This is an optimization exercise on Yosys and OpenROAD, whose aim is small area and a short achievable clock period, not a production implementation. The RTL was checked by simulation tests, not by an equivalence proof against the original design. Power is estimated from default activity; no workload was simulated.

Design rslt_writer, start of the top module:
module rslt_writer #(
  parameter int DATA_WIDTH      = 16,
  parameter int COL_WIDTH       = 8,
  parameter int ROW_WIDTH       = 8,
  parameter int RSLT_ADDR_WIDTH = 12,
  parameter int POOL_BUF_DEPTH  = 128
) (
  input  logic                       clk,
  input  logic                       reset,
  input  logic                       start,
  input  logic                       pool_en,
  input  logic                       relu_en,
  input  logic [COL_WIDTH-1:0]       result_cols,
  input  logic [ROW_WIDTH-1:0]       result_rows,
  input  logic [RSLT_ADDR_WIDTH-1:0] base_addr,
  input  logic                       pix_valid,
  input  logic [DATA_WIDTH-1:0]      pix_data,
  output logic                       rslt_we,
  output logic [RSLT_ADDR_WIDTH-1:0] rslt_addr,
  output logic [DATA_WIDTH-1:0]      rslt_wdata,
  output logic                       busy,
  output logic                       done,
  output logic                       err_extra
);
  localparam int DW = DATA_WIDTH;
  logic                       start_d;
  logic                       pool_q;
  logic                       relu_q;
  logic [COL_WIDTH-1:0]       cols_q;
  logic [COL_WIDTH-1:0]       col_left;    
  logic [ROW_WIDTH-1:0]       row_left;    
  logic                       rpar;        
  logic signed [DW-1:0]       h_q;         
  logic                       first;       
  logic                       shift_q;
  logic                       idle;
  logic                       arm;
  logic                       run_acc;     
  logic                       lc, lr;      
  logic                       cpar;        
  logic                       wr_run;      
  logic                       a_lc, a_lr;  
  logic                       a_wr;        
  logic                       e_relu;
  logic [COL_WIDTH-1:0]       cl_dec;
  logic signed [DW-1:0]       x;
  logic signed [DW-1:0]       xr;
  logic signed [DW-1:0]       lb;
  logic signed [DW-1:0]       a;
  logic signed [DW-1:0]       pw;
  always_comb begin
    idle    = ~busy & ~done;
    arm     = idle & start & ~start_d;
    run_acc = busy & start & pix_valid;
    lc      = (col_left == '0);
    lr      = (row_left == '0);
    cpar    = cols_q[0] ^ col_left[0];
  ...
export LEC_CHECK = 0
export CAP_MARGIN = 20
export CORE_MARGIN = 2
export CORE_UTILIZATION = 57
export SETUP_SLACK_MARGIN = 5
export SLEW_MARGIN = 20
export TNS_END_PERCENT = 100
create_clock -name core_clock -period 8.0 [get_ports {clk}]
standard.sh (not shown) runs the stock make flow with config.mk's settings and CLKGATE_MAP_FILE= SYNTH_SCRIPT=/design/flow/synth_recipe.tcl, a recipe that flattens the netlist after the stock synthesis.
==> flow/flow/run.sh <==
#!/bin/bash
export CTS_ARGS="-sink_clustering_enable -repair_clock_nets -sink_clustering_size 25 -sink_clustering_max_diameter 60 -dont_use_dummy_load"
export PRE_IO_PLACEMENT_TCL="$PWD/flow/io.tcl"
sed -e 's/SETUP_SLACK_MARGIN=[0-9.]*/SETUP_SLACK_MARGIN=5.4/' standard.sh > standard_m.sh
bash standard_m.sh > standard.log 2>&1
==> flow/flow/io.tcl <==
# Keep every port but the clock on one stretch of the left edge, so the
# pixel inputs, the control inputs and the registered outputs sit close
# together and the short input-to-register and register-to-output paths
# stay short.
set names {}
foreach bt [[ord::get_db_block] getBTerms] {
  set n [$bt getName]
  if {$n ne "clk"} { lappend names $n }
}
set_io_pin_constraint -pin_names $names -region left:100-250
The starting point finished clean.
Then changed:
==> flow/flow/run.sh (replaced) <==
#!/bin/bash
export CTS_ARGS="-sink_clustering_enable -repair_clock_nets -sink_clustering_size 25 -sink_clustering_max_diameter 60 -dont_use_dummy_load"
sed -e 's/SETUP_SLACK_MARGIN=[0-9.]*/SETUP_SLACK_MARGIN=5.4/' standard.sh > standard_m.sh
bash standard_m.sh > standard.log 2>&1
--- a/flow/config.mk
+++ b/flow/config.mk
@@ -9,3 +9,3 @@
 export CORE_MARGIN = 2
-export CORE_UTILIZATION = 57
+export CORE_UTILIZATION = 50
 export SETUP_SLACK_MARGIN = 5
removed: flow/flow/io.tcl
Outcome:
- die area rises by 14%
- wire length rises by 4.0%
- hold slack is about the same
- setup slack got worse by 0.060 ns
- core utilization falls by 7.5 points
- cell area stays flat
- power falls by 1.7%
- sequential cell count is unchanged
- clock-buffer cell count falls by 15
- via count rises by 0.98%
- non-clock buffer count rises by 31
Then changed:
==> flow/flow/run.sh (replaced) <==
#!/bin/bash
export CTS_ARGS="-sink_clustering_enable -repair_clock_nets -sink_clustering_size 25 -sink_clustering_max_diameter 60 -dont_use_dummy_load"
export PRE_IO_PLACEMENT_TCL="$PWD/flow/io.tcl"
sed -e 's/SETUP_SLACK_MARGIN=[0-9.]*/SETUP_SLACK_MARGIN=5.2 MATCH_CELL_FOOTPRINT=0/' standard.sh > standard_m.sh
bash standard_m.sh > standard.log 2>&1
==> flow/flow/io.tcl (new file) <==
# Keep every port but the clock on one stretch of the left edge, so the
# pixel inputs, the control inputs and the registered outputs sit close
# together and the short input-to-register and register-to-output paths
# stay short.
set names {}
foreach bt [[ord::get_db_block] getBTerms] {
  set n [$bt getName]
  if {$n ne "clk"} { lappend names $n }
}
set_io_pin_constraint -pin_names $names -region left:130-220
--- a/flow/config.mk
+++ b/flow/config.mk
@@ -9,3 +9,3 @@
 export CORE_MARGIN = 2
-export CORE_UTILIZATION = 50
+export CORE_UTILIZATION = 57
 export SETUP_SLACK_MARGIN = 5
Outcome: This time the run failed in I/O pin placement (3_2_place_iop) (PPL-0111). Synthesized cell count is unchanged. Area after synthesis is unchanged.
Then changed:
==> flow/flow/run.sh (replaced) <==
#!/bin/bash
export CTS_ARGS="-sink_clustering_enable -repair_clock_nets -sink_clustering_size 25 -sink_clustering_max_diameter 60 -dont_use_dummy_load"
sed -e 's/SETUP_SLACK_MARGIN=[0-9.]*/SETUP_SLACK_MARGIN=5.2 MATCH_CELL_FOOTPRINT=0/' standard.sh > standard_m.sh
bash standard_m.sh > standard.log 2>&1
removed: flow/flow/io.tcl
The new run ran to the end with no violations.
Synthesized area stays the same.
Synthesized cell count stays the same.
Then changed:
--- a/flow/config.mk
+++ b/flow/config.mk
@@ -9,3 +9,3 @@
 export CORE_MARGIN = 2
-export CORE_UTILIZATION = 57
+export CORE_UTILIZATION = 50
 export SETUP_SLACK_MARGIN = 5
The changed run completed without violations.
Total power drops slightly.
Cell area shrinks slightly.
Wire length climbs slightly.
Register-to-register slack is worse by 0.04 ns.
Core utilization came out lower by 7.8 points.
Clock power came out lower by a few percent.
Sequential power hardly moves.
Global-route usage falls by 2.0 points.
Die area rises by roughly a tenth.
Worst setup slack loses 0.033 ns.
Then changed:
==> flow/flow/run.sh (replaced) <==
#!/bin/bash
export CTS_ARGS="-sink_clustering_enable -repair_clock_nets -sink_clustering_size 25 -sink_clustering_max_diameter 60 -dont_use_dummy_load"
export PRE_IO_PLACEMENT_TCL="$PWD/flow/io.tcl"
sed -e 's/SETUP_SLACK_MARGIN=[0-9.]*/SETUP_SLACK_MARGIN=5.2 MATCH_CELL_FOOTPRINT=0/' standard.sh > standard_m.sh
bash standard_m.sh > standard.log 2>&1
==> flow/flow/io.tcl (new file) <==
# Keep every port but the clock on one stretch of the left edge, so the
# pixel inputs, the control inputs and the registered outputs sit close
# together and the short input-to-register and register-to-output paths
# stay short.
set names {}
foreach bt [[ord::get_db_block] getBTerms] {
  set n [$bt getName]
  if {$n ne "clk"} { lappend names $n }
}
set_io_pin_constraint -pin_names $names -region left:100-250
--- a/flow/config.mk
+++ b/flow/config.mk
@@ -9,3 +9,3 @@
 export CORE_MARGIN = 2
-export CORE_UTILIZATION = 50
+export CORE_UTILIZATION = 57
 export SETUP_SLACK_MARGIN = 5
What happened: Synthesized area is unchanged; power goes up slightly; worst setup slack improved by 0.071 ns; synthesized cell count does not change; global-route usage goes up by 1.6 points; core utilization goes up by 7.6 points; die area goes down by roughly a tenth; wire length goes down by a few percent; clock-buffer cell count goes up by 15; via count goes down slightly; non-clock buffer count goes down by 6.

[afterwards: timing with drivers on the ports]
Ports are ideal in the flow. The routed layouts listed here were re-timed in OpenROAD. Step 1: set_driving_cell puts a clkbuf_16 on clk and a buf_2 on each other input, an assumption about the parent block. Step 2 also shifts input and output timing later by t, the mid clock arrival at the registers, as if the neighbouring blocks saw the same clock. Three values: ideal ports, drivers, drivers and shift; two values: the first two.
| run | shift t [ns] | setup WS [ns] | slew at the worst register clock pin (ns) | worst slew at a driven data input, ns |
|---|---|---|---|---|
| the first run | 0.780 | 5.069 / 4.994 / 4.489 | 0.09 / 0.09 | 0.09 |
| the second run | 0.781 | 5.010 / 4.934 / 4.414 | 0.09 / 0.09 | 0.26 |
| the fourth run | 0.803 | 5.040 / 4.964 / 4.370 | 0.09 / 0.09 | 0.22 |
| the fifth run | 0.778 | 5.006 / 4.931 / 4.343 | 0.09 / 0.09 | 0.25 |
| the sixth run | 0.778 | 5.078 / 5.003 / 4.481 | 0.09 / 0.09 | 0.07 |
After both steps setup and hold are still met in every run listed. For the fourth run, which loses most, drivers alone change the setup slack by -0.076 ns; drivers and shift together by -0.670 ns.
